What follows belongs to an exercise in optimizing a design on an open flow for small area, a short achievable clock period and few clock cycles; a production flow would make more cautious choices.
Where RTL was checked, it was by simulation tests only, not by an equivalence proof against the original.
The RTL of run 8 was laid out without a check of its function.
The clock port is modelled as an ideal driver, which makes a skipped or thinned clock tree look cheaper than it is; a real chip needs a root buffer or a tree.
Power is estimated from default activity; no workload was simulated.

==> flow/design.v <==
package fpa_pkg;
	localparam bit CUT_IN  = 1'b1;    
	localparam bit CUT_A   = 1'b1;    
	localparam bit CUT_B   = 1'b1;    
	localparam bit CUT_C   = 1'b1;    
	localparam bit CUT_OUT = 1'b1;    
	localparam int LAT     = CUT_IN + CUT_A + CUT_B + CUT_C + CUT_OUT;
	typedef struct packed {
		logic        sign;
		logic        nan;         
		logic        neg_sml;     
		logic [7:0]  exp;         
		logic [22:0] big_frac;    
		logic [26:0] sml_x;       
	} st_a_t;
	typedef struct packed {
		logic        sign;
		logic        nan;
		logic [7:0]  exp;
		logic [27:0] sum;         
	} st_b_t;
	typedef struct packed {
		logic        sign;
		logic        nan;
		logic [7:0]  exp;         
		logic [4:0]  lz;          
		logic [22:0] frac;
		logic        guard;
		logic        sticky;      
	} st_c_t;
endpackage
`timescale 1ns/1ps
module fpa_classify (
	input  logic [31:0]     i_a,
	input  logic [31:0]     i_b,
	input  logic [2:0]      i_e_cmp,    
	output fpa_pkg::st_a_t  o_st
);
	logic [7:0]  ea;
	logic [7:0]  eb;
	logic        a_zero;
	logic        b_zero;
	logic        a_ones;
	logic        b_ones;
	logic        a_nan;
	logic        b_nan;
	logic        a_inf;
	logic        b_inf;
	logic        nan_res;
	logic        a_ge_b;      
	logic        fa_ge;       
	logic        e_eq;        
	logic        ea_ge;       
	logic        eff_sub;
	logic [7:0]  e_big;
	logic [7:0]  e_sml;
	logic [7:0]  e_dist;
	logic [4:0]  shamt;       
	logic        sml_live;    
	logic [22:0] sml_frac;
	logic [22:0] big_frac;
	logic [26:0] sml_al;
	logic        neg_sml;
	logic [23:0] sml_m;
	logic [26:0] shifted;
	logic        sticky;
	assign ea = i_a[30:23];
	assign eb = i_b[30:23];
	assign a_zero = ~|ea;
	assign b_zero = ~|eb;
	assign a_ones = &ea;
	assign b_ones = &eb;
	assign a_nan  = a_ones & |i_a[22:0];
	assign b_nan  = b_ones & |i_b[22:0];
	assign a_inf  = a_ones & ~|i_a[22:0];
	assign b_inf  = b_ones & ~|i_b[22:0];
	assign nan_res = a_nan | b_nan | (a_inf & b_inf & (i_a[31] ^ i_b[31]));
	assign o_st.nan = nan_res;
	fpa_cmp_ge #(.W(31)) u_cmp (.i_a({8'h00, i_a[22:0]}), .i_b({8'h00, i_b[22:0]}), .o_ge(fa_ge));
	assign e_eq   = ea == eb;
	assign a_ge_b = ea_ge & (~e_eq | fa_ge);
	always_comb begin
		if (nan_res)
			o_st.sign = 1'b0;
		else if (a_zero & b_zero)
			o_st.sign = i_a[31] & i_b[31];
		else
			o_st.sign = a_ge_b ? i_a[31] : i_b[31];
	end
	assign eff_sub   = i_a[31] ^ i_b[31];
	assign e_big  = ea_ge ? ea : eb;
	assign e_sml  = ea_ge ? eb : ea;
	assign ea_ge  = i_e_cmp[2] | (i_e_cmp[1] & i_e_cmp[0]);
	assign e_dist = e_big - e_sml;
	assign sml_live = ~(a_zero | b_zero);
	assign shamt    = (a_zero | b_zero | (e_dist > 8'd27)) ? 5'd27 : e_dist[4:0];
	assign o_st.exp      = e_big;
	assign big_frac      = a_ge_b ? i_a[22:0] : i_b[22:0];
	assign sml_frac      = a_ge_b ? i_b[22:0] : i_a[22:0];
	assign neg_sml = eff_sub;
	assign o_st.neg_sml = neg_sml;
	assign sml_m   = {1'b1, sml_frac};
	assign shifted = {sml_m, 3'b000} >> shamt;
	always_comb begin
		sticky = 1'b0;
		for (int i = 0; i < 24; i++) begin
			if (shamt > 5'(i + 3)) sticky = sticky | sml_m[i];
		end
	end
	assign sml_al = {shifted[26:1], (shifted[0] | sticky) & sml_live};
	assign o_st.big_frac = big_frac;
	assign o_st.sml_x = sml_al ^ {27{neg_sml}};
endmodule
module fpa_cmp_ge #(
	parameter int W = 31
) (
	input  logic [W-1:0] i_a,
	input  logic [W-1:0] i_b,
	output logic         o_ge
);
	localparam int L = W + 1;    
	logic [2*L-2:0] gt;
	logic [2*L-2:0] eq;
	genvar k;
	generate
		for (k = 0; k < L; k++) begin : g_leaf
			if (k == 0) begin : g_pad
				assign gt[L - 1] = 1'b0;
				assign eq[L - 1] = 1'b1;
			end else begin : g_bit
				assign gt[L - 1 + k] = i_a[W - k] & ~i_b[W - k];
				assign eq[L - 1 + k] = ~(i_a[W - k] ^ i_b[W - k]);
			end
		end
		for (k = 0; k < L - 1; k++) begin : g_node
			assign gt[k] = gt[2*k + 1] | (eq[2*k + 1] & gt[2*k + 2]);
			assign eq[k] = eq[2*k + 1] & eq[2*k + 2];
		end
	endgenerate
	assign o_ge = gt[0] | eq[0];
endmodule
`timescale 1ns/1ps
module fpa_align_add (
	input  fpa_pkg::st_a_t  i_st,
	output fpa_pkg::st_b_t  o_st
);
	logic [27:0] big_ext;
	logic [27:0] sml_ext;
	logic [27:0] sum;
	assign big_ext = {2'b01, i_st.big_frac, 3'b000};
	assign sml_ext = {i_st.neg_sml, i_st.sml_x};
	fpa_add #(.N(28)) u_add (
		.i_a   (big_ext),
		.i_b   (sml_ext),
		.i_cin (i_st.neg_sml),
		.o_sum (sum)
	);
	assign o_st.sum  = sum;
	assign o_st.nan  = i_st.nan;
	assign o_st.sign = i_st.sign;
	assign o_st.exp  = i_st.exp;
endmodule
module fpa_add #(
	parameter int N = 28
) (
	input  logic [N-1:0] i_a,
	input  logic [N-1:0] i_b,
	input  logic         i_cin,
	output logic [N-1:0] o_sum
);
	logic [N:0] g;
	logic [N:0] p;
	logic [N:0] x;
	always_comb begin
		x = {i_a ^ i_b, 1'b0};
		g = {i_a & i_b, i_cin};
		p = x;
		for (int d = 1; d <= N; d = d * 2) begin
			for (int i = 2 * d - 1; i <= N; i = i + 2 * d) begin
				g[i] = g[i] | (p[i] & g[i - d]);
				p[i] = p[i] & p[i - d];
			end
		end
		for (int d = 32; d >= 1; d = d / 2) begin
			for (int i = 3 * d - 1; i <= N; i = i + 2 * d) begin
				g[i] = g[i] | (p[i] & g[i - d]);
				p[i] = p[i] & p[i - d];
			end
		end
	end
	assign o_sum = x[N:1] ^ g[N-1:0];
endmodule
`timescale 1ns/1ps
module fpa_normalize (
	input  fpa_pkg::st_b_t  i_st,
	output fpa_pkg::st_c_t  o_st
);
	logic [27:0] s0;
	logic [27:0] s1;
	logic [27:0] s2;
	logic [27:0] s3;
	logic [27:0] s4;
	logic [27:0] s5;
	logic [4:0]  lz;
	logic        cancel;
	assign s0    = i_st.sum;
	assign lz[4] = ~|s0[27:12];
	assign s1    = lz[4] ? {s0[11:0], 16'h0} : s0;
	assign lz[3] = ~|s1[27:20];
	assign s2    = lz[3] ? {s1[19:0], 8'h0} : s1;
	assign lz[2] = ~|s2[27:24];
	assign s3    = lz[2] ? {s2[23:0], 4'h0} : s2;
	assign lz[1] = ~|s3[27:26];
	assign s4    = lz[1] ? {s3[25:0], 2'h0} : s3;
	assign lz[0] = ~s4[27];
	assign s5    = lz[0] ? {s4[26:0], 1'h0} : s4;
	assign cancel = ~|i_st.sum & |i_st.exp & ~&i_st.exp;
	assign o_st.frac   = s5[26:4];
	assign o_st.guard  = s5[3];
	assign o_st.sticky = |s5[2:0];
	assign o_st.lz     = lz;
	assign o_st.exp    = cancel ? 8'h00 : i_st.exp;
	assign o_st.sign   = i_st.sign & ~cancel;
	assign o_st.nan    = i_st.nan;
endmodule
`timescale 1ns/1ps
module fpa_special (
	input  fpa_pkg::st_c_t  i_st,
	output logic [31:0]     o_result
);
	logic        round_inc;
	logic [23:0] carry;       
	logic [22:0] frac_r;
	logic        all_ones;
	logic        mant_ovf;    
	logic [7:0]  exp_n;       
	logic        e_small;     
	logic        under0;      
	logic        under1;      
	logic        over0;       
	logic        over1;       
	logic        kill0;
	logic        under;
	logic        over;
	logic [7:0]  exp_inc;
	logic [7:0]  exp_out;
	logic        spec;        
	logic        ones;        
	assign round_inc = i_st.guard & (i_st.sticky | i_st.frac[0]);
	always_comb begin
		logic [23:0] p;
		p = {1'b1, i_st.frac};    
		for (int d = 1; d < 24; d = d * 2) begin
			for (int i = 2 * d - 1; i < 24; i = i + 2 * d) begin
				p[i] = p[i] & p[i - d];
			end
		end
		for (int d = 16; d >= 1; d = d / 2) begin
			for (int i = 3 * d - 1; i < 24; i = i + 2 * d) begin
				p[i] = p[i] & p[i - d];
			end
		end
		carry = {p[22:0], 1'b1} & {24{round_inc}};
	end
	assign frac_r   = i_st.frac ^ carry[22:0];
	assign all_ones = &i_st.frac;
	assign mant_ovf = round_inc & all_ones;
	assign exp_n   = i_st.exp + 8'd1 - {3'b000, i_st.lz};
	assign exp_inc = exp_n + 8'd1;
	assign e_small = ~|i_st.exp[7:5];
	assign under0  = e_small & ({1'b0, i_st.lz} > {1'b0, i_st.exp[4:0]});
	assign under1  = e_small & ({1'b0, i_st.lz} > {1'b0, i_st.exp[4:0]} + 6'd1);
	assign over0   = (i_st.lz == 5'd0) & (&i_st.exp[7:1]);
	assign over1   = ((i_st.lz == 5'd0) & (i_st.exp >= 8'd253)) | ((i_st.lz == 5'd1) & (&i_st.exp[7:1]));
	assign under   = mant_ovf ? under1 : under0;
	assign over    = mant_ovf ? over1 : over0;
	assign exp_out = mant_ovf ? exp_inc : exp_n;
	assign ones  = &i_st.exp;
	assign spec  = ones | ~|i_st.exp;
	assign kill0 = spec | under0 | over0;
	always_comb begin
		o_result[31] = i_st.sign;
		if (spec)
			o_result[30:23] = {8{ones}};
		else if (under)
			o_result[30:23] = 8'h00;
		else if (over)
			o_result[30:23] = 8'hFF;
		else
			o_result[30:23] = exp_out;
		o_result[22]   = (frac_r[22] & ~kill0) | i_st.nan;
		o_result[21:0] = frac_r[21:0] & {22{~kill0}};
	end
endmodule
`timescale 1ns/1ps
module fpa_adder (
	input  logic           i_clk,
	input  logic           i_arst_n,
	input  logic           i_valid,
	input  logic [31:0]    i_a,
	input  logic [31:0]    i_b,
	output logic           o_valid,
	output logic [31:0]    o_result
);
	logic [31:0]     op_a;
	logic [31:0]     op_b;
	logic [2:0]      e_cmp;
	logic [2:0]      op_e_cmp;     
	fpa_pkg::st_a_t  st_a_d;
	fpa_pkg::st_a_t  st_a_q;
	fpa_pkg::st_b_t  st_b_d;
	fpa_pkg::st_b_t  st_b_q;
	fpa_pkg::st_c_t  st_c_d;
	fpa_pkg::st_c_t  st_c_q;
	logic [31:0]     res_d;
	logic [fpa_pkg::LAT-1:0] vld;
	assign e_cmp = {i_a[30:27] > i_b[30:27], i_a[30:27] == i_b[30:27], i_a[26:23] >= i_b[26:23]};
	fpa_classify  u_classify  (.i_a(op_a), .i_b(op_b), .i_e_cmp(op_e_cmp), .o_st(st_a_d));
	fpa_align_add u_align_add (.i_st(st_a_q), .o_st(st_b_d));
	fpa_normalize u_normalize (.i_st(st_b_q), .o_st(st_c_d));
	fpa_special   u_special   (.i_st(st_c_q), .o_result(res_d));
	generate
		if (fpa_pkg::CUT_IN) begin : g_cut_in
			always_ff @(posedge i_clk) begin
				op_a     <= i_a;
				op_b     <= i_b;
				op_e_cmp <= e_cmp;
			end
		end else begin : g_pass_in
			assign op_a     = i_a;
			assign op_b     = i_b;
			assign op_e_cmp = e_cmp;
		end
		if (fpa_pkg::CUT_A) begin : g_cut_a
			always_ff @(posedge i_clk) st_a_q <= st_a_d;
		end else begin : g_pass_a
			assign st_a_q = st_a_d;
		end
		if (fpa_pkg::CUT_B) begin : g_cut_b
			always_ff @(posedge i_clk) st_b_q <= st_b_d;
		end else begin : g_pass_b
			assign st_b_q = st_b_d;
		end
		if (fpa_pkg::CUT_C) begin : g_cut_c
			always_ff @(posedge i_clk) st_c_q <= st_c_d;
		end else begin : g_pass_c
			assign st_c_q = st_c_d;
		end
		if (fpa_pkg::CUT_OUT) begin : g_cut_out
			always_ff @(posedge i_clk) o_result <= res_d;
		end else begin : g_pass_out
			assign o_result = res_d;
		end
	endgenerate
	always_ff @(posedge i_clk or negedge i_arst_n) begin
		if (!i_arst_n)
			vld <= '0;
		else
			vld <= fpa_pkg::LAT'({vld, i_valid});
	end
	assign o_valid = vld[fpa_pkg::LAT-1];
endmodule
==> flow/flow/run.sh <==
#!/bin/bash
# The standard layout, with plain buffers (not delay cells) on the ports
# and a clock tree one buffer level shallower (flow/post_cts.tcl).
# make's output goes to make.log; each ORFS step also logs under orfs/logs/.
set -euo pipefail
bash standard.sh 'BUFFER_PORTS_ARGS=-buffer_cell sky130_fd_sc_hd__buf_2' "POST_CTS_TCL=$PWD/flow/post_cts.tcl" finish > make.log 2>&1
==> flow/flow/post_cts.tcl <==
# Clock tree with one buffer level less: the leaf buffers hang straight off
# the root buffer. The middle buffers go, their loads move to the root's net,
# and the balancing dummy loads, which drive nothing, go as well.
set block [ord::get_db_block]
set mids {}
set dummies {}
foreach inst [$block getInsts] {
  set name [$inst getName]
  if {[string match "clkbuf_1_*" $name]} { lappend mids $inst }
  if {[string match "clkload*" $name]} { lappend dummies $inst }
}
foreach inst $dummies {
  puts "post_cts: removing dummy load [$inst getName]"
  odb::dbInst_destroy $inst
}
foreach inst $mids {
  set in_net [[$inst findITerm A] getNet]
  set out_net [[$inst findITerm X] getNet]
  puts "post_cts: removing [$inst getName], loads of [$out_net getName] move to [$in_net getName]"
  set loads {}
  foreach it [$out_net getITerms] {
    if {[$it getInst] ne $inst} { lappend loads $it }
  }
  odb::dbInst_destroy $inst
  foreach it $loads {
    $it disconnect
    $it connect $in_net
  }
  odb::dbNet_destroy $out_net
}
==> flow/standard.sh <==
#!/bin/bash
# synth_recipe.tcl (not shown) runs the flow's synth.tcl, then flattens the netlist and writes it again
# the make line also repeats each setting of config.mk as NAME=value (left out here)
make -C /OpenROAD-flow-scripts/flow DESIGN_CONFIG=/design/flow/config.mk WORK_HOME=/design/flow/orfs CLKGATE_MAP_FILE= SYNTH_SCRIPT=/design/flow/synth_recipe.tcl "${@:-finish}"
==> flow/config.mk <==
export PLATFORM = sky130hd
export DESIGN_NAME = fpa_adder
export DESIGN_NICKNAME = fpa_adder
export VERILOG_FILES = /design/flow/design.v
export SDC_FILE = /design/flow/constraint.sdc
export NUM_CORES = 4
export LEC_CHECK = 0
export ABC_AREA = 1
export CAP_MARGIN = 20
export CORE_MARGIN = 2
export CORE_UTILIZATION = 60
export CTS_CLUSTER_DIAMETER = 100
export CTS_CLUSTER_SIZE = 30
export SLEW_MARGIN = 60
==> flow/constraint.sdc <==
create_clock -name core_clock -period 17.0 [get_ports {i_clk}]
set_input_delay 3.4000 -clock core_clock [delete_from_list [all_inputs] [get_ports {i_clk}]]
set_output_delay 3.4000 -clock core_clock [all_outputs]
set_load 0.01 [all_outputs]
==> results of run 1 <==
## layout make-up
type	instances	share of cell area
multi-input combinational	1288	0.510
sequential	243	0.344
inverter	248	0.0657
timing repair buffer	104	0.0380
tap	280	0.0247
clock buffer	10	0.0176
## power breakdown
part           internal [uW]  switching (uW)
clock network            106             156
registers                725            93.9
logic                    304             528
## how the worst min path moves through the flow
| stage | startpoint | endpoint | slack, ps | cells past startpoint |
|---|---|---|---|---|
| floorplan | st_c_q[39] | o_result[31] | 310 | 0 |
| global placement | st_c_q[39] | o_result[31] | 310 | 0 |
| detailed placement | st_a_q[53] | st_b_q[31] | 310 | 0 |
| global route | st_a_q[50] | st_b_q[28] | 340 | 0 |
| finish | st_a_q[59] | st_b_q[36] | 340 | 0 |
## routing by layer
layer / vias to the layer above / routed length [um] / share of wire
met5: - / 0 / 0
met4: 0 / 1240 / 0.039
met3: 70 / 1580 / 0.050
met2: 340 / 15400 / 0.49
met1: 5120 / 13200 / 0.42
li1: 6060 / - / -
## cell families after synthesis
group	share of synthesized area
buffers and inverters	0.0918
AND/OR/NAND/NOR	0.279
adder cells (fa/ha/maj)	0.101
multiplexers	0.00678
XOR/XNOR	0.0301
AO/OA/AOI/OAI	0.123
flip-flops	0.368
## state kept, by name (all words and copies together) (netlist names)
register / count
op_e_cmp: 3
st_b_q: 38
vld: 5
op_b: 32
st_c_q: 40
st_a_q: 61
o_result: 32
op_a: 32
## placed cells by master (no fill, tap or decap), drive strengths merged, types with 33 or more instances in the layout
master  count
buf       104
ha         85
a21oi      56
nand3     143
nand4      33
inv       243
xor2       37
nor2      151
nand2     459
o21ai     187
dfxtp     238
## stage by stage
step                      area, um^2  setup WS [ps]  hold slack, ps   util
after floorplan                13300          12890             310      -
after global routing           14200          12570             343  0.653
after global placement         13900          12730             310  0.638
after detailed placement       13900          12700             312  0.640
final                          14200          12690             338  0.653
==> reports/results.ini, run 1 <==
[outcome]
status=finished clean

[synth]
synth_seq_cells=243
syn_area_per_cell_um2=7.26
synth.most_common_cell=nand2_1
synth.cell_area_mm2=0.0133
yosys-top-cells-count=nand2_1, dfxtp_1, inv_1
yosys.area.top_type_share=0.358
ys_warn_count=8
yosysTopAreaCell=dfxtp_1
synth_edf_count=0
synth_nets=1998
netlist_instances=1832
synth-main-ff-cell=dfxtp_1
ys_seq_area_frac=0.368
synthArstFlopShare=0.0206
synthTopCellsByArea=dfxtp_1, nand2_1, ha_1
synth_cell_types=59

[timing]
period_share=0.254
setup_violations=0
rsz0062_at_grt=false
slew_violations=0
worst_clock_skew_ps=29.2
hold_viol=0
max_freq_mhz=232
slew_headroom=0.605
tns_ps=0
worst_slew_pin_slew_ps=592
fin_crit_ps=4310

[cells_and_area]
antenna_cells=0
syn_to_final_growth_pct=6.88
drive_above_1_share=0.102
fin_nets=2061
multi_input_area_mm2=0.00724
regArea_mm2=0.00489
instances_no_fill=2173
fillers=1975

[setup_path]
endpoint_kind=output pin
r2r_slack_ps=12950
worstPathMaxFanout=1
cp_num_buf_inv=1
required_ps=13600
crit_start=vld[4]
cp_cell_sequence=buf_2
r2r_cells=26
crit_slowest_cell=dfrtp_1
critical_path_depth=1
rr_endpoint=st_a_q[0]
critPathKind=reg2out
cp.arrival_ps=910
r2r_start=op_e_cmp[0]
cpPeakStageDelay_ps=360
cp-endpoint=o_valid
crit_family=flip-flops
start_kind=flip-flop

[drt]
avgViaCountPerCell=5.33
drt-total-wl_um=31400
final_antenna_net_count=0
wl_per_cell_um=14.5
drt_iter0_drc=643
vias=11600
drtPass1Iterations=5
drc_errors=0

[floorplanning]
fp.dieW_um=153
die-area_mm2=0.0234
initial_core_util=0.611
core-area_mm2=0.0218
die_y_um=153
fp-row-count=54
io_pins=100

[grt]
grt_util_met1=0.320
use_met3=0.0508
grt_use_met2=0.490
gr-usage-all-layers=0.273
antenna_found_initial=0
grt_pass1_vias=10900
grt_max_degree=68
grt_overflow=0
busiest_layer=met2
grt_first_pass_wirelength_um=51600

[hold_path]
hp-class=reg2reg

[run]
cap_violations=0

[place]
place.port_buffers=99
hpwl_um=25600
numPlacedInstances=2162
gp_congestion=1.02

[clocking]
clock_latency_ps=420
path_clk_slew_ps=100
clock_sinks=243

[power_and_ir_drop]
power.density_mw_per_mm2=135
vdd_drop_max_uv=119
finalPower_uw=1910
p_leak_uw=0.00714

Testbench counts, summed over its fixed seeds: cycles 12,032.
==> run 2: changes to the inputs <==
==> flow/flow/run.sh (replaced) <==
#!/bin/bash
# The standard layout with three changes:
#  - synthesis maps adders with the rest of the logic (no separate half and
#    full adder cell extraction); registers come out as in the standard synthesis
#  - plain buffers (not delay cells) on the ports
#  - a clock tree one buffer level shallower (flow/post_cts.tcl)
# make's output goes to make.log; each ORFS step also logs under orfs/logs/.
set -euo pipefail
bash standard.sh ADDER_MAP_FILE= 'BUFFER_PORTS_ARGS=-buffer_cell sky130_fd_sc_hd__buf_2' "POST_CTS_TCL=$PWD/flow/post_cts.tcl" finish > make.log 2>&1
==> run 2 against run 1 <==
  * Sequential cell count is the same
  * Largest power group is now registers
  * Core utilization grew 0.34 points
  * Synthesized cell count grew 8.4%
  * Fmax grew 0.24%
  * Register-to-register slack gained 90 ps
  * Largest cell class unchanged
  * Global-route usage grew 2.4 points
==> reports/results.ini, run 2 <==
[outcome]
status=finished clean

[timing]
slew_violations=0
hold_viol=0
rsz0062_at_grt=false
period_share=0.253
slew_headroom=0.618
fin_crit_ps=4300
tns_ps=0
worst_slew_pin_slew_ps=567
worst_slack_ps=12700
setup_violations=0
max_freq_mhz=232
worst_clock_skew_ps=36.9

[setup_path]
worstPathMaxFanout=1
crit_slowest_cell=dfxtp_1
cp_num_buf_inv=1
start_kind=flip-flop
cp_cell_sequence=buf_2
cpPeakStageDelay_ps=350
crit_family=flip-flops
cp.arrival_ps=900
required_ps=13600
critPathKind=reg2out
endpoint_kind=output pin

[synth]
synth-main-ff-cell=dfxtp_1
netlist_instances=1986
synth_edf_count=0
synthTopCellsByArea=dfxtp_1, nand2_1, inv_1
synth_cell_types=57
synth_seq_cells=243
synth.cell_area_mm2=0.0130
syn_area_per_cell_um2=6.53
ys_seq_area_frac=0.377
ys_warn_count=8
synth.most_common_cell=nand2_1
synth_nets=2053
synthArstFlopShare=0.0206
yosys-top-cells-count=nand2_1, inv_1, dfxtp_1
yosys.area.top_type_share=0.367
yosysTopAreaCell=dfxtp_1

[power_and_ir_drop]
power.density_mw_per_mm2=132
p_leak_uw=0.00708
vdd_drop_max_uv=105
finalPower_uw=1840

[floorplanning]
fp-row-count=53
die-area_mm2=0.0228
die_y_um=151
io_pins=100
fp.dieW_um=151
initial_core_util=0.613
core-area_mm2=0.0212

[cells_and_area]
final_cell_mix=nand2_1, inv_1, dfxtp_1
mostFrequentLayoutCell=nand2_1
largest-register=st_a_q
fillers=1941
fin_nets=2117
syn_to_final_growth_pct=7.03
top_regs=st_a_q x61, st_c_q x40, st_b_q x38
fin_util=0.656
drive_above_1_share=0.0938
antenna_cells=0
largest_reg_flops=61

[grt]
grt_max_degree=89
antenna_found_initial=0
grt_first_pass_wirelength_um=53100
grt_pass1_vias=11100
grt_overflow=0
gr-usage-all-layers=0.297

[drt]
wl_per_cell_um=14.4
final_antenna_net_count=0
drt-total-wl_um=33300
avgViaCountPerCell=5.33
drc_errors=0
drt_iter0_drc=910
drtPass1Iterations=6
vias=12400

[clocking]
path_clk_slew_ps=100
clock_sinks=243
clock_latency_ps=410

[place]
hpwl_um=26700
dp_slack_ps=12550
gp_congestion=1.00
place.port_buffers=99

[run]
cap_violations=0

[hold_path]
hp-class=reg2reg

## run 2: cell count changes in the layout (fill, tap and decap cells not counted), moves of 11 or more
| cell | change |
|---|---|
| a21oi_1 | -12 |
| nand3_1 | +11 |
| fa_1 | -14 |
| nor2_1 | +60 |
| inv_1 | +28 |
| o21ai_0 | +13 |
| nand2_2 | +12 |
| ha_1 | -84 |
| nor4_1 | +11 |
| nand2_1 | +120 |
| xor2_1 | +12 |
## run 2: metal layers
layer | vias up | part of all wire | track usage
li1 | 6452 | - | -
met1 | 5452 | 0.43 | 0.370
met2 | 414 | 0.48 | 0.508
met3 | 72 | 0.061 | 0.0524
met4 | 0 | 0.034 | 0.122
met5 | - | 0 | 0
## run 2: area by class of cell
class | instances | area (um^2) | share of cell area
sequential | 243 | 4890 | 0.352
inverter | 271 | 1020 | 0.0734
timing repair buffer | 106 | 563 | 0.0405
tap | 275 | 344 | 0.0248
multi-input combinational | 1418 | 6820 | 0.491
clock buffer | 10 | 250 | 0.0180
## run 2: where the power goes
part | switching (uW) | internal, uW
combinational | 502 | 262
sequential | 92.1 | 716
clock | 159 | 106
total | 753 | 1080
## run 2: logic make-up (layout without fill, tap and decap cells)
family | count (synthesis) | after routing | share of synthesized area
and+or+nand+nor | 1064 | 1064 | 0.354
buffers and inverters | 325 | 387 | 0.102
AOI/OAI and AO/OA | 297 | 297 | 0.128
DFF | 243 | 243 | 0.377
xor gates and xnor gates | 57 | 57 | 0.0385
## run 2: path summary, 6_finish.rpt
kind / from / end / slack [ps] / cells past startpoint
max: o_result[19] / o_result[19] / 12700 / 1
min: st_a_q[51] / st_b_q[29] / 340 / 0
min in group asynchronous: i_arst_n / vld[3] / 2770 / 1
min reg2reg: st_a_q[51] / st_b_q[29] / 340 / 0
max reg2reg: op_b[29] / st_a_q[5] / 13040 / 17
max in group asynchronous: i_arst_n / vld[2] / 14100 / 1
## run 2: metrics by stage
stage | cells | hold slack, ps | area (um^2)
after global placement | 2309 | 310 | 13500
final | 2323 | 337 | 13900
after global routing | 2323 | 341 | 13900
after floorplan | 1986 | 310 | 13000
after detailed placement | 2312 | 312 | 13600
==> run 3: changes to the inputs <==
--- a/flow/design.v
+++ b/flow/design.v
@@ -93,19 +93,24 @@
 	assign ea_ge  = i_e_cmp[2] | (i_e_cmp[1] & i_e_cmp[0]);
 	assign e_dist = e_big - e_sml;
 	assign sml_live = ~(a_zero | b_zero);
-	assign shamt    = (a_zero | b_zero | (e_dist > 8'd27)) ? 5'd27 : e_dist[4:0];
+	assign shamt    = e_dist[4:0] | {5{|e_dist[7:5] | a_zero | b_zero}};
 	assign o_st.exp      = e_big;
 	assign big_frac      = a_ge_b ? i_a[22:0] : i_b[22:0];
 	assign sml_frac      = a_ge_b ? i_b[22:0] : i_a[22:0];
 	assign neg_sml = eff_sub;
 	assign o_st.neg_sml = neg_sml;
 	assign sml_m   = {1'b1, sml_frac};
-	assign shifted = {sml_m, 3'b000} >> shamt;
 	always_comb begin
+		logic [26:0] v;
+		v      = {sml_m, 3'b000};
 		sticky = 1'b0;
-		for (int i = 0; i < 24; i++) begin
-			if (shamt > 5'(i + 3)) sticky = sticky | sml_m[i];
+		for (int k = 0; k < 5; k++) begin
+			if (shamt[k]) begin
+				sticky = sticky | |(v & ((27'd1 << (1 << k)) - 27'd1));
+				v      = v >> (1 << k);
+			end
 		end
+		shifted = v;
 	end
 	assign sml_al = {shifted[26:1], (shifted[0] | sticky) & sml_live};
 	assign o_st.big_frac = big_frac;
--- a/flow/config.mk
+++ b/flow/config.mk
@@ -11,4 +11,4 @@
 export CORE_UTILIZATION = 60
 export CTS_CLUSTER_DIAMETER = 100
 export CTS_CLUSTER_SIZE = 30
-export SLEW_MARGIN = 60
+export SLEW_MARGIN = 40
==> run 3 against run 2 <==
  * Die area is 5.9% lower
  * Still clean
  * Total power fell by 2.5%
  * Core utilization shrank 0.54 points
  * Clock skew rose by 5.6 ps
  * Register-to-register slack got worse by 440 ps
  * Clock-buffer cell count stayed put
  * Final area decreased by 5.7%
  * First-iteration DRC count down 26%
  * Sequential cell count is the same
  * Area after synthesis fell by 6.1%
  * Setup slack got worse by 95 ps
  * Global-route usage down 3.3 points
==> reports/results.ini, run 3 <==
[synth]
synthArstFlopShare=0.0206
synth.cell_area_mm2=0.0122
synth-main-ff-cell=dfxtp_1
ys_seq_area_frac=0.401
synth_nets=1870
yosys-top-cells-count=nand2_1, dfxtp_1, nand3_1
synthTopCellsByArea=dfxtp_1, nand2_1, nand3_1
synth.most_common_cell=nand2_1
synth_edf_count=0
synth_seq_cells=243
synth_cell_types=57
yosys.area.top_type_share=0.391
syn_area_per_cell_um2=6.76
yosysTopAreaCell=dfxtp_1
ys_warn_count=8
netlist_instances=1803

[drt]
drc_errors=0
wl_per_cell_um=13.2
drt-total-wl_um=28200
vias=11300
drtPass1Iterations=5
final_antenna_net_count=0
drt_iter0_drc=675
avgViaCountPerCell=5.31

[cells_and_area]
largest-register=st_a_q
top_regs=st_a_q x61, st_c_q x40, st_b_q x38
fin_util=0.651
final_cell_mix=nand2_1, dfxtp_1, nand3_1
fillers=1914
mostFrequentLayoutCell=nand2_1
antenna_cells=0
fin_nets=1931
instances_no_fill=2132
largest_reg_flops=61
syn_to_final_growth_pct=7.40
drive_above_1_share=0.0800

[setup_path]
critPathKind=reg2reg
r2r_start=st_b_q[25]
start_kind=flip-flop
r2r_cells=17
endpoint_kind=flip-flop
worstPathMaxFanout=35
rr_endpoint=st_c_q[8]
cp.arrival_ps=4680
required_ps=17280
r2r_slack_ps=12600

[timing]
hold_viol=0
slew_headroom=0.540
fin_crit_ps=4400
slew_violations=0
rsz0062_at_grt=false
worst_slew_pin_slew_ps=686
period_share=0.259
max_freq_mhz=227
setup_violations=0
tns_ps=0
worst_hold_slack_ps=337
worst_clock_skew_ps=42.5

[clocking]
clock_latency_ps=420
path_clk_slew_ps=100
clock_sinks=243

[power_and_ir_drop]
p_leak_uw=0.00645
p_sw_frac=0.395
power.density_mw_per_mm2=137
vdd_drop_max_uv=84.0
p_comb_frac=0.403
p_sw_uw=708
seq_power_share=0.450
power_frac_clock=0.147
intPower_uw=1080

[grt]
gr-usage-all-layers=0.264
antenna_found_initial=0
grt_pass1_vias=10200
grt_overflow=0
grt_first_pass_wirelength_um=46100
grt_max_degree=71

[place]
gp_congestion=0.956
place.port_buffers=99
hpwl_um=22700
numPlacedInstances=2122

[floorplanning]
die-area_mm2=0.0215
initial_core_util=0.606
fp-row-count=52
fp.dieW_um=147
io_pins=100
core-area_mm2=0.0201
die_y_um=147

[hold_path]
min_path_cells=0
hp-class=reg2reg
hp-start=st_a_q[55]
min_to=st_b_q[33]

[run]
cap_violations=0

[outcome]
status=finished clean

run 3: cell types whose count changed in the layout (fill, tap and decap cells not counted), moves of 9 or more:
cell / before / now
a31oi_1: 4 / 14
inv_1: 249 / 203
xor2_1: 48 / 62
nand2_1: 569 / 435
nand2_2: 16 / 2
nand4_1: 37 / 23
nand3_1: 144 / 223
or2_1: 9 / 0
o21ai_1: 59 / 11
nor3_1: 19 / 34
run 3: cells by family after synthesis:
| kind of cell | synth area share |
|---|---|
| XOR/XNOR | 0.0517 |
| buffers and inverters | 0.0867 |
| flip-flops | 0.401 |
| AND/OR/NAND/NOR | 0.343 |
| AO/OA/AOI/OAI | 0.110 |
| multiplexers | 0.00575 |
| adder cells (fa/ha/maj) | 0.00164 |
run 3: cell type report:
cell class,count,area [um^2],share of cell area
Tap cell,270,338,0.0258
Multi-Input combinational cell,1288,6260,0.479
Clock buffer,10,250,0.0191
Timing Repair Buffer,104,533,0.0407
Inverter,217,815,0.0622
Sequential cell,243,4890,0.374
run 3: stage by stage:
stage	setup slack (ps)	area [um^2]	power, uW
after global placement	12490	12800	1520
after detailed placement	12330	12800	1530
after global routing	11940	13100	1940
final	12600	13100	1790
after floorplan	12630	12200	1350
run 3: power by group through the flow:
stage               registers, uW  clock network, uW  logic (uW)
floorplan                     816                  0         532
global placement              816                  0         704
detailed placement            818                  0         716
global route                  823                293         827
finish                        806                263         722
run 3: worst max-delay path by stage:
| stage | start | to | slack, ps | cells past startpoint |
|---|---|---|---|---|
| finish | st_b_q[25] | st_c_q[8] | 12600 | 17 |
| global route | st_b_q[17] | st_c_q[16] | 11940 | 17 |
| detailed placement | st_b_q[25] | st_c_q[8] | 12330 | 17 |
| global placement | i_a[24] | op_e_cmp[0] | 12490 | 5 |
| floorplan | i_b[24] | op_e_cmp[0] | 12630 | 5 |
run 3: worst max-delay path: stages, from the launching register on:
cell and delay (ps):
dfxtp_1 320, nor4_1 270, and2_1 200, nand2_2 140
inv_2 260, a21oi_1 150, nand2_1 90, nor2_1 50
nand2_2 370, o21ai_0 190, nor2_1 130, nand2_1 390
o21ai_1 370, inv_1 110, a21oi_4 520, inv_1 440
nand2_1 170, o21ai_0 80
run 3: metal layers:
layer / GRT usage / vias to the layer above / routed length (um)
met4: 0.0830 / 0 / 699
met5: 0 / - / 0
li1: - / 5974 / -
met1: 0.317 / 5029 / 12200
met3: 0.0497 / 47 / 1210
met2: 0.479 / 276 / 14100
Testbench counts of run 3, summed over its fixed seeds: cycles 12,032.
==> run 4: changes to the inputs <==
--- a/flow/config.mk
+++ b/flow/config.mk
@@ -10,5 +10,5 @@
 export CORE_MARGIN = 2
 export CORE_UTILIZATION = 60
 export CTS_CLUSTER_DIAMETER = 100
-export CTS_CLUSTER_SIZE = 30
-export SLEW_MARGIN = 40
+export CTS_CLUSTER_SIZE = 25
+export SLEW_MARGIN = 60
==> run 4 against run 3 <==
  * Synthesized cell count unchanged
  * Worst hold slack worse by 19 ps
  * Critical path depth shrank 16
  * Fmax is 2.1% higher
  * First-iteration DRC count grew 3.4%
  * Clock power increased by 5%
  * Wire length decreased by 0.17%
  * Final area up 0.83%
  * Global-route usage up 0.22 points
  * Sequential power about the same
  * Sequential cell count unchanged
==> reports/results.ini, run 4 <==
[synth]
yosysTopAreaCell=dfxtp_1
yosys.area.top_type_share=0.391
ys_warn_count=8
synth_cell_types=57
synth_edf_count=0
synth.most_common_cell=nand2_1
yosys-top-cells-count=nand2_1, dfxtp_1, nand3_1
synth_seq_cells=243
synth_nets=1870
synth.cell_area_mm2=0.0122
ys_seq_area_frac=0.401
synthTopCellsByArea=dfxtp_1, nand2_1, nand3_1
syn_area_per_cell_um2=6.76
synth-main-ff-cell=dfxtp_1
synthArstFlopShare=0.0206
netlist_instances=1803

[timing]
fin_crit_ps=4310
rsz0062_at_grt=false
hold_viol=0
worst_clock_skew_ps=23.0
slew_headroom=0.603
worst_slew_pin_slew_ps=590
period_share=0.253
slew_violations=0
max_freq_mhz=232
setup_violations=0
tns_ps=0

[setup_path]
cp.arrival_ps=910
endpoint_kind=output pin
cp_cell_sequence=buf_2
crit_family=flip-flops
crit_slowest_cell=dfrtp_1
r2r_slack_ps=12970
cp_num_buf_inv=1
critPathKind=reg2out
start_kind=flip-flop
worstPathMaxFanout=1
required_ps=13600
cpPeakStageDelay_ps=360

[cells_and_area]
antenna_cells=0
final_area_mm2=0.0132
final_cell_mix=nand2_1, dfxtp_1, nand3_1
mostFrequentLayoutCell=nand2_1
fillers=1855
fin_nets=1937
largest_reg_flops=61
drive_above_1_share=0.0857
instances_no_fill=2138
top_regs=st_a_q x61, st_c_q x40, st_b_q x38
syn_to_final_growth_pct=8.29
largest-register=st_a_q

[grt]
antenna_found_initial=0
grt_overflow=0
grt_pass1_vias=10300
gr-usage-all-layers=0.267
grt_first_pass_wirelength_um=46500
grt_max_degree=71

[drt]
wl_per_cell_um=13.2
final_antenna_net_count=0
drt-total-wl_um=28100
drtPass1Iterations=5
avgViaCountPerCell=5.28
vias=11300
drc_errors=0
drt_iter0_drc=698

[floorplanning]
io_pins=100
initial_core_util=0.606
fp.dieW_um=147
die-area_mm2=0.0215
core-area_mm2=0.0201
fp-row-count=52
die_y_um=147

[run]
cap_violations=0

[clocking]
path_clk_slew_ps=90
clock_sinks=243
clock_latency_ps=420

[power_and_ir_drop]
finalPower_uw=1810
vdd_drop_max_uv=99.1
power.density_mw_per_mm2=137
p_leak_uw=0.00650

[place]
numPlacedInstances=2123
place_area_mm2=0.0129
gp_congestion=0.956
place.port_buffers=99
hpwl_um=22600

[hold_path]
hp-class=reg2reg

[outcome]
status=finished clean

[run 4: worst register-to-register path, cell delays in order, from the launching register on]
cell and delay [ps]:
dfxtp_1 320, nor4_1 280, and2_1 200, nand2_2 150
inv_2 270, a21oi_1 140, nand2_1 80, nor2_1 50
nand2_2 370, o21ai_0 200, nor2_1 160, nand2_2 250
o21ai_1 310, inv_1 110, a21oi_4 270, clkbuf_8 260
inv_1 260, nand3_1 150, o21ai_0 90
[run 4: logic make-up (layout without fill, tap and decap cells)]
logic type                 after synthesis  after routing  share of synthesized area
AOI/OAI and AO/OA                      242            242                      0.110
xor gates and xnor gates                72             72                     0.0517
adders and majority gates                2              2                    0.00164
buffers and inverters                  272            337                     0.0867
DFF                                    243            243                      0.401
muxes                                    7              7                    0.00575
and+or+nand+nor                        965            965                      0.343
[run 4: worst paths after layout]
kind,start,end,cells after the start
max,vld[4],o_valid,1
max in group asynchronous,i_arst_n,vld[4],1
min reg2reg,st_a_q[53],st_b_q[31],0
min,st_a_q[53],st_b_q[31],0
max reg2reg,st_b_q[25],st_c_q[18],18
min in group asynchronous,i_arst_n,vld[0],1
[run 4: area by class of cell]
| cell class | instances | area (um^2) | share of cell area |
|---|---|---|---|
| multi-input cells | 1288 | 6300 | 0.477 |
| flip-flops and latches | 243 | 4890 | 0.370 |
| inverters | 217 | 817 | 0.0619 |
| repair buffers | 109 | 583 | 0.0442 |
| well taps | 270 | 338 | 0.0256 |
| clock buffers | 11 | 275 | 0.0209 |
[run 4: through the flow]
step,setup slack [ps],hold WS [ps],utilization
after detailed placement,12460,313,0.640
after global routing,12400,324,0.657
after floorplan,12630,310,-
after global placement,12490,311,0.637
final,12690,318,0.657
[run 4: routing by layer]
metal | share of wire | GRT usage
met1 | 0.43 | 0.314
met5 | 0 | 0
met3 | 0.041 | 0.0503
met4 | 0.026 | 0.0937
met2 | 0.50 | 0.485
[run 4: power breakdown]
| group | internal (uW) | switching (uW) | total (uW) |
|---|---|---|---|
| Combinational | 263 | 463 | 726 |
| Sequential | 719 | 86.2 | 805 |
| Clock | 116 | 162 | 277 |
==> run 5: changes to the inputs <==
--- a/flow/config.mk
+++ b/flow/config.mk
@@ -10,5 +10,5 @@
 export CORE_MARGIN = 2
 export CORE_UTILIZATION = 60
 export CTS_CLUSTER_DIAMETER = 100
-export CTS_CLUSTER_SIZE = 25
+export CTS_CLUSTER_SIZE = 30
 export SLEW_MARGIN = 60
==> run 5 against run 4 <==
  * First-iteration DRC count shrank 11%
  * Wire length is 0.66% higher
  * Non-clock buffer count is the same
  * Combinational power hardly changed
  * Largest power group unchanged
  * Highest routed layer unchanged
==> reports/results.ini, run 5 <==
[grt]
grt_first_pass_wirelength_um=46600
gr-usage-all-layers=0.267
antenna_found_initial=0
grt_max_degree=71
grt_overflow=0
grt_pass1_vias=10300

[floorplanning]
die_y_um=147
initial_core_util=0.606
fp.dieW_um=147
io_pins=100
core-area_mm2=0.0201
fp-row-count=52
die-area_mm2=0.0215

[power_and_ir_drop]
p_leak_uw=0.00649
vdd_drop_max_uv=104
power.density_mw_per_mm2=137

[synth]
synth_cell_types=57
netlist_instances=1803
ys_warn_count=8
synthTopCellsByArea=dfxtp_1, nand2_1, nand3_1
yosys-top-cells-count=nand2_1, dfxtp_1, nand3_1
yosysTopAreaCell=dfxtp_1
synth_nets=1870
synth-main-ff-cell=dfxtp_1
synth.most_common_cell=nand2_1
syn_area_per_cell_um2=6.76
synth_seq_cells=243
synth_edf_count=0
yosys.area.top_type_share=0.391
synth.cell_area_mm2=0.0122
ys_seq_area_frac=0.401
synthArstFlopShare=0.0206

[cells_and_area]
largest_reg_flops=61
mostFrequentLayoutCell=nand2_1
final_cell_mix=nand2_1, dfxtp_1, nand3_1
antenna_cells=0
fin_nets=1936
largest-register=st_a_q
fillers=1865
instances_no_fill=2137
drive_above_1_share=0.0852
syn_to_final_growth_pct=8.09
top_regs=st_a_q x61, st_c_q x40, st_b_q x38

[hold_path]
min_path_cells=0
min_to=st_b_q[31]
hp-class=reg2reg
hp-start=st_a_q[53]

[setup_path]
crit_family=flip-flops
worstPathMaxFanout=1
cp.arrival_ps=910
cp_num_buf_inv=1
endpoint_kind=output pin
cpPeakStageDelay_ps=370
required_ps=13600
start_kind=flip-flop
cp_cell_sequence=buf_2
r2r_slack_ps=12960
critPathKind=reg2out
r2r_start=st_b_q[25]
critical_path_depth=1
rr_endpoint=st_c_q[8]
crit_slowest_cell=dfrtp_1
r2r_cells=18

[run]
cap_violations=0

[timing]
setup_violations=0
rsz0062_at_grt=false
max_freq_mhz=232
slew_headroom=0.617
worst_clock_skew_ps=49.3
hold_viol=0
worst_slack_ps=12690
slew_violations=0
period_share=0.254
tns_ps=0
fin_crit_ps=4310
worst_slew_pin_slew_ps=570

[place]
numPlacedInstances=2123
gp_congestion=0.956
dp_slack_ps=12460
hpwl_um=22600
place.port_buffers=99

[drt]
wl_per_cell_um=13.2
drt_iter0_drc=619
final_antenna_net_count=0
vias=11300
avgViaCountPerCell=5.31
drt-total-wl_um=28300
drtPass1Iterations=5
drc_errors=0

[clocking]
clock_sinks=243
clock_latency_ps=420
path_clk_slew_ps=110

[outcome]
status=finished clean

## run 5: changes by cell type in the layout (fill, tap and decap cells not counted)
cell / change
clkbuf_16: -1
## run 5: report_power, final
group,internal (uW),total (uW),switching (uW)
Combinational,263,727,464
Sequential,719,806,86.5
Clock,106,266,160
Total,1090,1800,710
## run 5: logic make-up after synthesis
kind of cell / Yosys count / share of synthesized area
buffers and inverters: 272 / 0.0867
and+or+nand+nor: 965 / 0.343
xor gates and xnor gates: 72 / 0.0517
DFF: 243 / 0.401
adders and majority gates: 2 / 0.00164
muxes: 7 / 0.00575
AOI/OAI and AO/OA: 242 / 0.110
## run 5: routing by layer
| layer | part of all wire | track usage |
|---|---|---|
| met1 | 0.43 | 0.315 |
| met2 | 0.50 | 0.491 |
| met3 | 0.043 | 0.0406 |
| met4 | 0.027 | 0.0942 |
| met5 | 0 | 0 |
## run 5: final cells by class
class,count,area (um^2),share of cell area
flip-flops and latches,243,4890,0.371
inverters,217,817,0.0620
multi-input cells,1288,6300,0.478
repair buffers,109,583,0.0443
well taps,270,338,0.0256
clock buffers,10,250,0.0190
## run 5: how the worst max path moves through the flow
stage,from,endpoint,slack (ps)
6_report,vld[4],o_valid,12690
5_1_grt,st_b_q[25],st_c_q[10],12400
3_5_place_dp,i_b[24],op_e_cmp[0],12460
3_3_place_gp,i_a[24],op_e_cmp[0],12490
2_1_floorplan,i_b[24],op_e_cmp[0],12630
## run 5: worst reg2reg max path, cell delays in order, from the launching register on
cell and delay [ps]:
dfxtp_1 330, nor4_1 280, and2_1 210, nand2_2 150, inv_2 270, a21oi_1 140
nand2_1 80, nor2_1 50, nand2_2 370, o21ai_0 200, nor2_1 160, nand2_2 250
o21ai_1 310, inv_1 110, a21oi_4 270, clkbuf_8 260, inv_1 260, nand2_1 160
o21ai_0 80
## run 5: per-stage QoR
| step | cell area, um^2 | util | power, uW | hold WS [ps] |
|---|---|---|---|---|
| final | 13200 | 0.655 | 1800 | 336 |
| after global routing | 13200 | 0.655 | 1950 | 348 |
| after detailed placement | 12900 | 0.640 | 1540 | 313 |
| after global placement | 12800 | 0.637 | 1520 | 311 |
| after floorplan | 12200 | - | 1350 | 310 |
==> run 6: changes to the inputs <==
--- a/flow/config.mk
+++ b/flow/config.mk
@@ -8,7 +8,7 @@
 export ABC_AREA = 1
 export CAP_MARGIN = 20
 export CORE_MARGIN = 2
-export CORE_UTILIZATION = 60
+export CORE_UTILIZATION = 70
 export CTS_CLUSTER_DIAMETER = 100
 export CTS_CLUSTER_SIZE = 30
 export SLEW_MARGIN = 60
==> run 6 against run 5 <==
  * Via count is 4.1% higher
  * Clock power is essentially flat
  * Setup slack worse by 5.9 ps
  * Worst hold slack improved by 1.7 ps
  * Area after synthesis unchanged
  * Sequential share of layout area increased by 0.12 points
==> reports/results.ini, run 6 <==
[cells_and_area]
fin_util=0.765
final_cell_mix=nand2_1, dfxtp_1, nand3_1
top_regs=st_a_q x61, st_c_q x40, st_b_q x38
antenna_cells=0
fillers=1337
largest_reg_flops=61
syn_to_final_growth_pct=7.75
drive_above_1_share=0.0852
fin_nets=1935
mostFrequentLayoutCell=nand2_1
instances_no_fill=2091
largest-register=st_a_q

[drt]
wl_per_cell_um=14.5
drt_iter0_drc=1004
drt-total-wl_um=30300
final_antenna_net_count=0
avgViaCountPerCell=5.65
vias=11800
drc_errors=0
drtPass1Iterations=6

[setup_path]
start_kind=flip-flop
required_ps=13600
worstPathMaxFanout=1
cp_cell_sequence=buf_2
critPathKind=reg2out
endpoint_kind=output pin
crit_slowest_cell=dfrtp_1
cp_num_buf_inv=1
cp.arrival_ps=920
cpPeakStageDelay_ps=370
crit_family=flip-flops

[grt]
grt_pass1_vias=10900
grt_max_degree=71
gr-usage-all-layers=0.332
antenna_found_initial=1
grt_overflow=0
grt_first_pass_wirelength_um=49100

[synth]
synthTopCellsByArea=dfxtp_1, nand2_1, nand3_1
yosysTopAreaCell=dfxtp_1
synth_edf_count=0
yosys.area.top_type_share=0.391
netlist_instances=1803
synth.cell_area_mm2=0.0122
synth_nets=1870
synth_seq_cells=243
synth_cell_types=57
synthArstFlopShare=0.0206
ys_seq_area_frac=0.401
synth-main-ff-cell=dfxtp_1
ys_warn_count=8
yosys-top-cells-count=nand2_1, dfxtp_1, nand3_1
syn_area_per_cell_um2=6.76
synth.most_common_cell=nand2_1

[timing]
worst_slew_pin_slew_ps=561
fin_crit_ps=4320
tns_ps=0
hold_viol=0
setup_violations=0
rsz0062_at_grt=false
period_share=0.254
worst_clock_skew_ps=65.9
max_freq_mhz=232
slew_violations=0
slew_headroom=0.622
worst_hold_slack_ps=337

[floorplanning]
io_pins=100
fp.dieW_um=136
initial_core_util=0.710
die-area_mm2=0.0185
fp-row-count=48
die_y_um=136
core-area_mm2=0.0172

[place]
numPlacedInstances=2076
gp_congestion=1.01
hpwl_um=23600
place.port_buffers=99

[power_and_ir_drop]
power.density_mw_per_mm2=139
p_leak_uw=0.00649
vdd_drop_max_uv=124

[clocking]
clock_sinks=243
clock_latency_ps=420
path_clk_slew_ps=110

[outcome]
status=finished clean

[run]
cap_violations=0

[hold_path]
hp-class=reg2reg

[run 6: cell counts after synthesis]
Identical to the previous run, type by type.
[run 6: power breakdown]
part	switching, uW	total, uW	internal (uW)
registers	90.0	809	719
clock network	163	269	106
logic	480	743	262
total	733	1820	1090
[run 6: through the flow]
step	total power [uW]	worst slack [ps]	cell area [um^2]
2_1_floorplan	1350	12630	12200
5_1_grt	1960	12410	13100
6_report	1820	12680	13100
3_3_place_gp	1510	12490	12700
3_5_place_dp	1540	12460	12800
[run 6: path summary, 6_finish.rpt]
check,startpoint,cells after the start,slack (ps),endpoint
min in group asynchronous,i_arst_n,1,2780,vld[0]
min,st_a_q[56],0,340,st_b_q[34]
max in group asynchronous,i_arst_n,1,14080,vld[1]
min reg2reg,st_a_q[56],0,340,st_b_q[34]
max,vld[4],1,12680,o_valid
max reg2reg,st_b_q[21],18,12980,st_c_q[4]
[run 6: routing by layer]
layer,track usage,part of all wire,vias up
li1,-,-,5989
met1,0.375,0.40,5305
met2,0.600,0.50,428
met3,0.0641,0.059,90
met4,0.162,0.043,0
met5,0,0,-
[run 6: logic make-up (layout without fill, tap and decap cells)]
family,count (synthesis),count (layout),synth area share
AND/OR/NAND/NOR,965,965,0.343
adder cells (fa/ha/maj),2,2,0.00164
XOR/XNOR,72,72,0.0517
AO/OA/AOI/OAI,242,242,0.110
buffers and inverters,272,335,0.0867
flip-flops,243,243,0.401
multiplexers,7,7,0.00575
[run 6: layout make-up]
cell class / count / area, um^2 / area share
inverter: 217 / 817 / 0.0622
multi-input combinational: 1288 / 6320 / 0.481
sequential: 243 / 4890 / 0.372
clock buffer: 10 / 250 / 0.0191
tap: 225 / 282 / 0.0214
timing repair buffer: 108 / 573 / 0.0436
==> run 7: changes to the inputs <==
==> flow/flow/run.sh (replaced) <==
#!/bin/bash
# The standard layout with three changes:
#  - synthesis maps adders with the rest of the logic (no separate half and
#    full adder cell extraction); registers come out as in the standard synthesis
#  - plain buffers (not delay cells) on the ports: buf_1 on the inputs,
#    buf_2 on the outputs (flow/post_gpl.tcl)
#  - a clock tree one buffer level shallower (flow/post_cts.tcl)
# make's output goes to make.log; each ORFS step also logs under orfs/logs/.
set -euo pipefail
bash standard.sh ADDER_MAP_FILE= 'BUFFER_PORTS_ARGS=-inputs -buffer_cell sky130_fd_sc_hd__buf_1' "POST_GLOBAL_PLACE_TCL=$PWD/flow/post_gpl.tcl" "POST_CTS_TCL=$PWD/flow/post_cts.tcl" finish > make.log 2>&1
==> flow/flow/post_gpl.tcl (new file) <==
# The inputs got buf_1 buffers in global placement; the outputs, which drive
# the pins' load, get buf_2 buffers here, left for detailed placement to legalize.
buffer_ports -outputs -buffer_cell sky130_fd_sc_hd__buf_2
--- a/flow/config.mk
+++ b/flow/config.mk
@@ -8,7 +8,7 @@
 export ABC_AREA = 1
 export CAP_MARGIN = 20
 export CORE_MARGIN = 2
-export CORE_UTILIZATION = 70
+export CORE_UTILIZATION = 60
 export CTS_CLUSTER_DIAMETER = 100
 export CTS_CLUSTER_SIZE = 30
 export SLEW_MARGIN = 60
==> run 7 against run 6 <==
  * Still clean
  * Clock-buffer cell count unchanged
  * Register-to-register slack improved by 40 ps
  * Worst hold slack got worse by 6.3 ps
  * Global-route usage decreased by 5.8 points
  * Via count decreased by 3.2%
  * Combinational power decreased by 2%
  * Highest routed layer unchanged
==> reports/results.ini, run 7 <==
[outcome]
status=finished clean

[synth]
syn_area_per_cell_um2=6.76
synth.cell_area_mm2=0.0122
yosys.area.top_type_share=0.391
synthTopCellsByArea=dfxtp_1, nand2_1, nand3_1
synth_nets=1870
netlist_instances=1803
ys_warn_count=8
synth.most_common_cell=nand2_1
ys_seq_area_frac=0.401
synth_cell_types=57
synth-main-ff-cell=dfxtp_1
yosys-top-cells-count=nand2_1, dfxtp_1, nand3_1
synth_seq_cells=243
synth_edf_count=0
yosysTopAreaCell=dfxtp_1
synthArstFlopShare=0.0206

[clocking]
clock_latency_ps=430
clock_sinks=243
path_clk_slew_ps=110

[floorplanning]
initial_core_util=0.606
io_pins=100
die-area_mm2=0.0215
fp-row-count=52
core-area_mm2=0.0201
fp.dieW_um=147
die_y_um=147

[setup_path]
cpPeakStageDelay_ps=380
cp_cell_sequence=buf_2
crit_slowest_cell=dfrtp_1
endpoint_kind=output pin
crit_family=flip-flops
required_ps=13600
cp_num_buf_inv=1
start_kind=flip-flop
critPathKind=reg2out
worstPathMaxFanout=1
cp.arrival_ps=930

[timing]
rsz0062_at_grt=false
max_freq_mhz=231
worst_clock_skew_ps=46.5
worst_slew_pin_slew_ps=516
period_share=0.254
tns_ps=0
hold_viol=0
fin_crit_ps=4330
slew_headroom=0.652
slew_violations=0
setup_violations=0

[place]
hpwl_um=23100
place.port_buffers=99
place_area_mm2=0.0128

[power_and_ir_drop]
power.density_mw_per_mm2=138
p_leak_uw=0.00631
vdd_drop_max_uv=88.3
power_frac_clock=0.149
p_comb_frac=0.405
p_sw_frac=0.399
intPower_uw=1090
p_sw_uw=720
seq_power_share=0.447

[drt]
drt_iter0_drc=780
avgViaCountPerCell=5.35
wl_per_cell_um=13.6
final_antenna_net_count=0
drtPass1Iterations=6
drt-total-wl_um=29100
drc_errors=0
vias=11400

[grt]
grt_overflow=0
grt_pass1_vias=10300
antenna_found_initial=0
gr-usage-all-layers=0.274
grt_first_pass_wirelength_um=47600
grt_max_degree=71

[cells_and_area]
final_area_mm2=0.0131
mostFrequentLayoutCell=nand2_1
final_cell_mix=nand2_1, dfxtp_1, nand3_1
fin_util=0.651
fillers=1856
largest_reg_flops=61
syn_to_final_growth_pct=7.46
drive_above_1_share=0.0509
top_regs=st_a_q x61, st_c_q x40, st_b_q x38
largest-register=st_a_q
fin_nets=1937
antenna_cells=0

[hold_path]
hp-class=reg2reg

[run]
cap_violations=0

run 7: cell counts after synthesis:
Identical to the previous run, type by type.
run 7: per-stage QoR:
step,setup slack (ps),instances,power [uW],hold slack (ps)
2_1_floorplan,12630,1803,1350,310
3_3_place_gp,12320,2089,1490,312
3_5_place_dp,12440,2124,1540,312
5_1_grt,12550,2138,1950,345
6_report,12670,2138,1810,331
run 7: final timing paths:
kind,startpoint,end,slack [ps],cells after the start
worst min-delay path,st_a_q[52],st_b_q[30],330,0
max in group asynchronous,i_arst_n,vld[1],13960,1
worst max register to register,op_e_cmp[1],st_a_q[0],13020,27
min in group asynchronous,i_arst_n,vld[0],2820,1
worst min register to register,st_a_q[52],st_b_q[30],330,0
worst max-delay path,vld[4],o_valid,12670,1
run 7: layer usage:
| metal | global-route usage | wire [um] | vias up |
|---|---|---|---|
| met5 | 0 | 0 | - |
| met4 | 0.115 | 1010 | 0 |
| met3 | 0.0469 | 1310 | 58 |
| met2 | 0.495 | 14400 | 306 |
| met1 | 0.322 | 12400 | 5080 |
| li1 | - | - | 5990 |
run 7: final cells by class:
class                      count  area (um^2)  area share
tap                          270          338      0.0258
inverter                     217          816      0.0623
sequential                   243         4890       0.373
multi-input combinational   1288         6300       0.481
timing repair buffer         110          502      0.0383
clock buffer                  10          250      0.0191
run 7: power groups by stage:
stage                     Clock (uW)  Combinational (uW)  Sequential (uW)
final                            269                 731              807
after global routing             296                 833              823
after detailed placement           0                 723              819
after global placement             0                 651              843
after floorplan                    0                 532              816
run 7: kinds of logic after synthesis:
kind of cell | share of synthesized area
AO/OA/AOI/OAI | 0.110
XOR/XNOR | 0.0517
adder cells (fa/ha/maj) | 0.00164
buffers and inverters | 0.0867
flip-flops | 0.401
multiplexers | 0.00575
AND/OR/NAND/NOR | 0.343
==> run 8: changes to the inputs <==
--- a/flow/design.v
+++ b/flow/design.v
@@ -93,24 +93,19 @@
 	assign ea_ge  = i_e_cmp[2] | (i_e_cmp[1] & i_e_cmp[0]);
 	assign e_dist = e_big - e_sml;
 	assign sml_live = ~(a_zero | b_zero);
-	assign shamt    = e_dist[4:0] | {5{|e_dist[7:5] | a_zero | b_zero}};
+	assign shamt    = (a_zero | b_zero | (e_dist > 8'd27)) ? 5'd27 : e_dist[4:0];
 	assign o_st.exp      = e_big;
 	assign big_frac      = a_ge_b ? i_a[22:0] : i_b[22:0];
 	assign sml_frac      = a_ge_b ? i_b[22:0] : i_a[22:0];
 	assign neg_sml = eff_sub;
 	assign o_st.neg_sml = neg_sml;
 	assign sml_m   = {1'b1, sml_frac};
+	assign shifted = {sml_m, 3'b000} >> shamt;
 	always_comb begin
-		logic [26:0] v;
-		v      = {sml_m, 3'b000};
 		sticky = 1'b0;
-		for (int k = 0; k < 5; k++) begin
-			if (shamt[k]) begin
-				sticky = sticky | |(v & ((27'd1 << (1 << k)) - 27'd1));
-				v      = v >> (1 << k);
-			end
+		for (int i = 0; i < 24; i++) begin
+			if (shamt > 5'(i + 3)) sticky = sticky | sml_m[i];
 		end
-		shifted = v;
 	end
 	assign sml_al = {shifted[26:1], (shifted[0] | sticky) & sml_live};
 	assign o_st.big_frac = big_frac;
@@ -176,22 +171,39 @@
 	logic [N:0] g;
 	logic [N:0] p;
 	logic [N:0] x;
+	localparam int K  = 7;
+	localparam int NG = (N + K) / K;    
+	logic [NG-1:0] gg;
+	logic [NG-1:0] gp;
 	always_comb begin
 		x = {i_a ^ i_b, 1'b0};
 		g = {i_a & i_b, i_cin};
 		p = x;
-		for (int d = 1; d <= N; d = d * 2) begin
-			for (int i = 2 * d - 1; i <= N; i = i + 2 * d) begin
-				g[i] = g[i] | (p[i] & g[i - d]);
-				p[i] = p[i] & p[i - d];
+		for (int i = 1; i <= N; i++) begin
+			if (i % K != 0) begin
+				g[i] = g[i] | (p[i] & g[i - 1]);
+				p[i] = p[i] & p[i - 1];
 			end
 		end
-		for (int d = 32; d >= 1; d = d / 2) begin
-			for (int i = 3 * d - 1; i <= N; i = i + 2 * d) begin
-				g[i] = g[i] | (p[i] & g[i - d]);
-				p[i] = p[i] & p[i - d];
+		for (int j = 0; j < NG; j++) begin
+			gg[j] = g[(j * K + K - 1 > N) ? N : j * K + K - 1];
+			gp[j] = p[(j * K + K - 1 > N) ? N : j * K + K - 1];
+		end
+		for (int d = 1; d < NG; d = d * 2) begin
+			for (int i = 2 * d - 1; i < NG; i = i + 2 * d) begin
+				gg[i] = gg[i] | (gp[i] & gg[i - d]);
+				gp[i] = gp[i] & gp[i - d];
 			end
 		end
+		for (int d = 16; d >= 1; d = d / 2) begin
+			for (int i = 3 * d - 1; i < NG; i = i + 2 * d) begin
+				gg[i] = gg[i] | (gp[i] & gg[i - d]);
+				gp[i] = gp[i] & gp[i - d];
+			end
+		end
+		for (int i = K; i <= N; i++) begin
+			g[i] = g[i] | (p[i] & gg[i / K - 1]);
+		end
 	end
 	assign o_sum = x[N:1] ^ g[N-1:0];
 endmodule
==> flow/flow/run.sh (replaced) <==
#!/bin/bash
# The standard layout with three changes:
#  - synthesis maps adders with the rest of the logic (no separate half and
#    full adder cell extraction); registers come out as in the standard synthesis
#  - plain buffers (not delay cells) on the ports
#  - a clock tree one buffer level shallower (flow/post_cts.tcl)
# make's output goes to make.log; each ORFS step also logs under orfs/logs/.
set -euo pipefail
bash standard.sh ADDER_MAP_FILE= 'BUFFER_PORTS_ARGS=-buffer_cell sky130_fd_sc_hd__buf_2' "POST_CTS_TCL=$PWD/flow/post_cts.tcl" finish > make.log 2>&1
removed: flow/flow/post_gpl.tcl
==> run 8 against run 7 <==
  * Total power rose by 0.89%
  * Worst hold slack improved by 4.3 ps
  * Largest cell class unchanged
  * Synthesized cell count rose by 6.9%
  * Still clean
  * Setup slack improved by 5.4 ps
==> reports/results.ini, run 8 <==
[synth]
ys_warn_count=8
yosysTopAreaCell=dfxtp_1
synth.most_common_cell=nand2_1
synthTopCellsByArea=dfxtp_1, nand2_1, nand3_1
yosys.area.top_type_share=0.374
synth_nets=1995
synth_seq_cells=243
netlist_instances=1928
synth-main-ff-cell=dfxtp_1
synth_cell_types=54
synth_edf_count=0
ys_seq_area_frac=0.384
syn_area_per_cell_um2=6.61
synth.cell_area_mm2=0.0127
synthArstFlopShare=0.0206
yosys-top-cells-count=nand2_1, dfxtp_1, inv_1

[setup_path]
critPathKind=reg2out
required_ps=13600
start_kind=flip-flop
endpoint_kind=output pin
crit_family=flip-flops
cp_num_buf_inv=1
cp_cell_sequence=buf_2
cp.arrival_ps=920
crit_slowest_cell=dfrtp_1
cpPeakStageDelay_ps=370
worstPathMaxFanout=1

[hold_path]
hp-class=reg2reg

[grt]
grt_pass1_vias=11100
grt_util_met1=0.388
grt_max_degree=76
grt_overflow=0
gr-usage-all-layers=0.304
grt_first_pass_wirelength_um=53800
antenna_found_initial=0
grt_use_met2=0.530
busiest_layer=met2
use_met3=0.0515

[timing]
setup_violations=0
max_freq_mhz=231
slew_violations=0
worst_clock_skew_ps=59.7
worst_slew_pin_slew_ps=565
tns_ps=0
rsz0062_at_grt=false
period_share=0.254
hold_viol=0
fin_crit_ps=4320
slew_headroom=0.619

[cells_and_area]
antenna_cells=0
top_regs=st_a_q x61, st_c_q x40, st_b_q x38
final_cell_mix=nand2_1, dfxtp_1, inv_1
fin_nets=2061
syn_to_final_growth_pct=7.64
instances_no_fill=2267
drive_above_1_share=0.0944
largest-register=st_a_q
mostFrequentLayoutCell=nand2_1
largest_reg_flops=61

[drt]
final_antenna_net_count=0
drt_iter0_drc=860
wl_per_cell_um=14.8
drc_errors=0
drtPass1Iterations=6
vias=12300
avgViaCountPerCell=5.45
drt-total-wl_um=33500

[floorplanning]
core-area_mm2=0.0210
fp-row-count=53
die_y_um=150
fp.dieW_um=150
io_pins=100
initial_core_util=0.608
die-area_mm2=0.0224

[outcome]
status=finished clean

[power_and_ir_drop]
power.density_mw_per_mm2=133
vdd_drop_max_uv=115
p_leak_uw=0.00681

[place]
gp_congestion=1.00
place.port_buffers=99
hpwl_um=26600
numPlacedInstances=2257

[clocking]
path_clk_slew_ps=100
clock_sinks=243
clock_latency_ps=430

[run]
cap_violations=0

-- run 8: power by group --
| group | leakage, uW | switching, uW | internal (uW) | total (uW) |
|---|---|---|---|---|
| combinational | 0.00462 | 486 | 258 | 745 |
| sequential | 0.00206 | 94.6 | 717 | 811 |
| clock | 0.000123 | 160 | 106 | 266 |
-- run 8: cell families after synthesis --
logic type / Yosys count / synth area share
AO/OA/AOI/OAI: 294 / 0.127
XOR/XNOR: 61 / 0.0419
multiplexers: 7 / 0.00550
AND/OR/NAND/NOR: 1026 / 0.350
flip-flops: 243 / 0.384
buffers and inverters: 296 / 0.0909
adder cells (fa/ha/maj): 1 / 0.000786
-- run 8: through the flow --
step / hold WS, ps / util / setup WS, ps / power, uW / instance area [um^2]
floorplan: 310 / - / 12740 / 1340 / 12700
global placement: 310 / 0.639 / 12540 / 1540 / 13400
detailed placement: 312 / 0.641 / 12420 / 1560 / 13400
global route: 348 / 0.654 / 12420 / 1960 / 13700
finish: 335 / 0.654 / 12680 / 1820 / 13700
-- run 8: final cells by class --
type                    instances  area (um^2)
multi-input cells            1389         6740
well taps                     275          344
repair buffers                109          578
inverters                     241          905
clock buffers                  10          250
flip-flops and latches        243         4890
fillers                      1941         7250
-- run 8: path summary, 6_finish.rpt --
path	from	to	slack [ps]	cells after the start
max in group asynchronous	i_arst_n	vld[3]	14090	1
worst max register to register	st_b_q[12]	st_c_q[1]	12880	19
min in group asynchronous	i_arst_n	vld[0]	2770	1
worst min-delay path	st_a_q[54]	st_b_q[32]	340	0
worst min register to register	st_a_q[54]	st_b_q[32]	340	0
worst max-delay path	vld[4]	o_valid	12680	1
-- run 8: worst register-to-register path: stages, from the launching register on --
cell      delay [ps]
dfxtp_1          330
inv_1             60
nand4_1           80
nor2_1            40
nand2_1          380
inv_2            230
a21oi_1          210
nand2_1           70
nor3_1           190
nand2_2          350
o21ai_0          360
nor2_1           110
nand2_2          370
o21bai_2         160
nor2_2           130
buf_4            300
inv_2            200
o21ai_0          300
nand2_1          100
o21ai_0           90
-- run 8: per-layer routing --
| layer | wire length, um | vias up | part of all wire |
|---|---|---|---|
| met5 | 0 | - | 0 |
| met4 | 665 | 0 | 0.020 |
| met3 | 1860 | 48 | 0.055 |
| met2 | 16200 | 377 | 0.48 |
| met1 | 14700 | 5555 | 0.44 |
| li1 | - | 6364 | - |

separate check: timing with driven ports:
In the flow no input, the clock included, has a driving cell. The finished layouts below were timed again as built, in two steps.
Step 1, drivers: a clkbuf_16 drives i_clk and a buf_2 each remaining input, both assumed.
Step 2 also shifts input and output timing later by t, the mid clock arrival at the registers, as if the neighbouring blocks saw the same clock.
a / b / c = ideal / step 1 / step 2; a / b = the first two.
run	t, ns	setup WS [ns]	slew at the worst register clock pin (ns)
run 1	0.452	12.688 / 12.639 / 12.713	0.10 / 0.10
run 2	0.444	12.698 / 12.650 / 12.568	0.10 / 0.10
run 3	0.447	12.603 / 12.603 / 12.494	0.10 / 0.10
run 4	0.459	12.695 / 12.646 / 12.462	0.10 / 0.10
run 5	0.442	12.687 / 12.641 / 12.488	0.11 / 0.11
run 6	0.432	12.681 / 12.633 / 12.499	0.11 / 0.11
run 7	0.450	12.675 / 12.626 / 12.451	0.11 / 0.11
run 8	0.453	12.680 / 12.632 / 12.416	0.12 / 0.12
After both steps setup and hold are still met in every run listed. For run 8, which loses most, drivers alone change the setup slack by -0.048 ns; drivers and shift together by -0.264 ns.
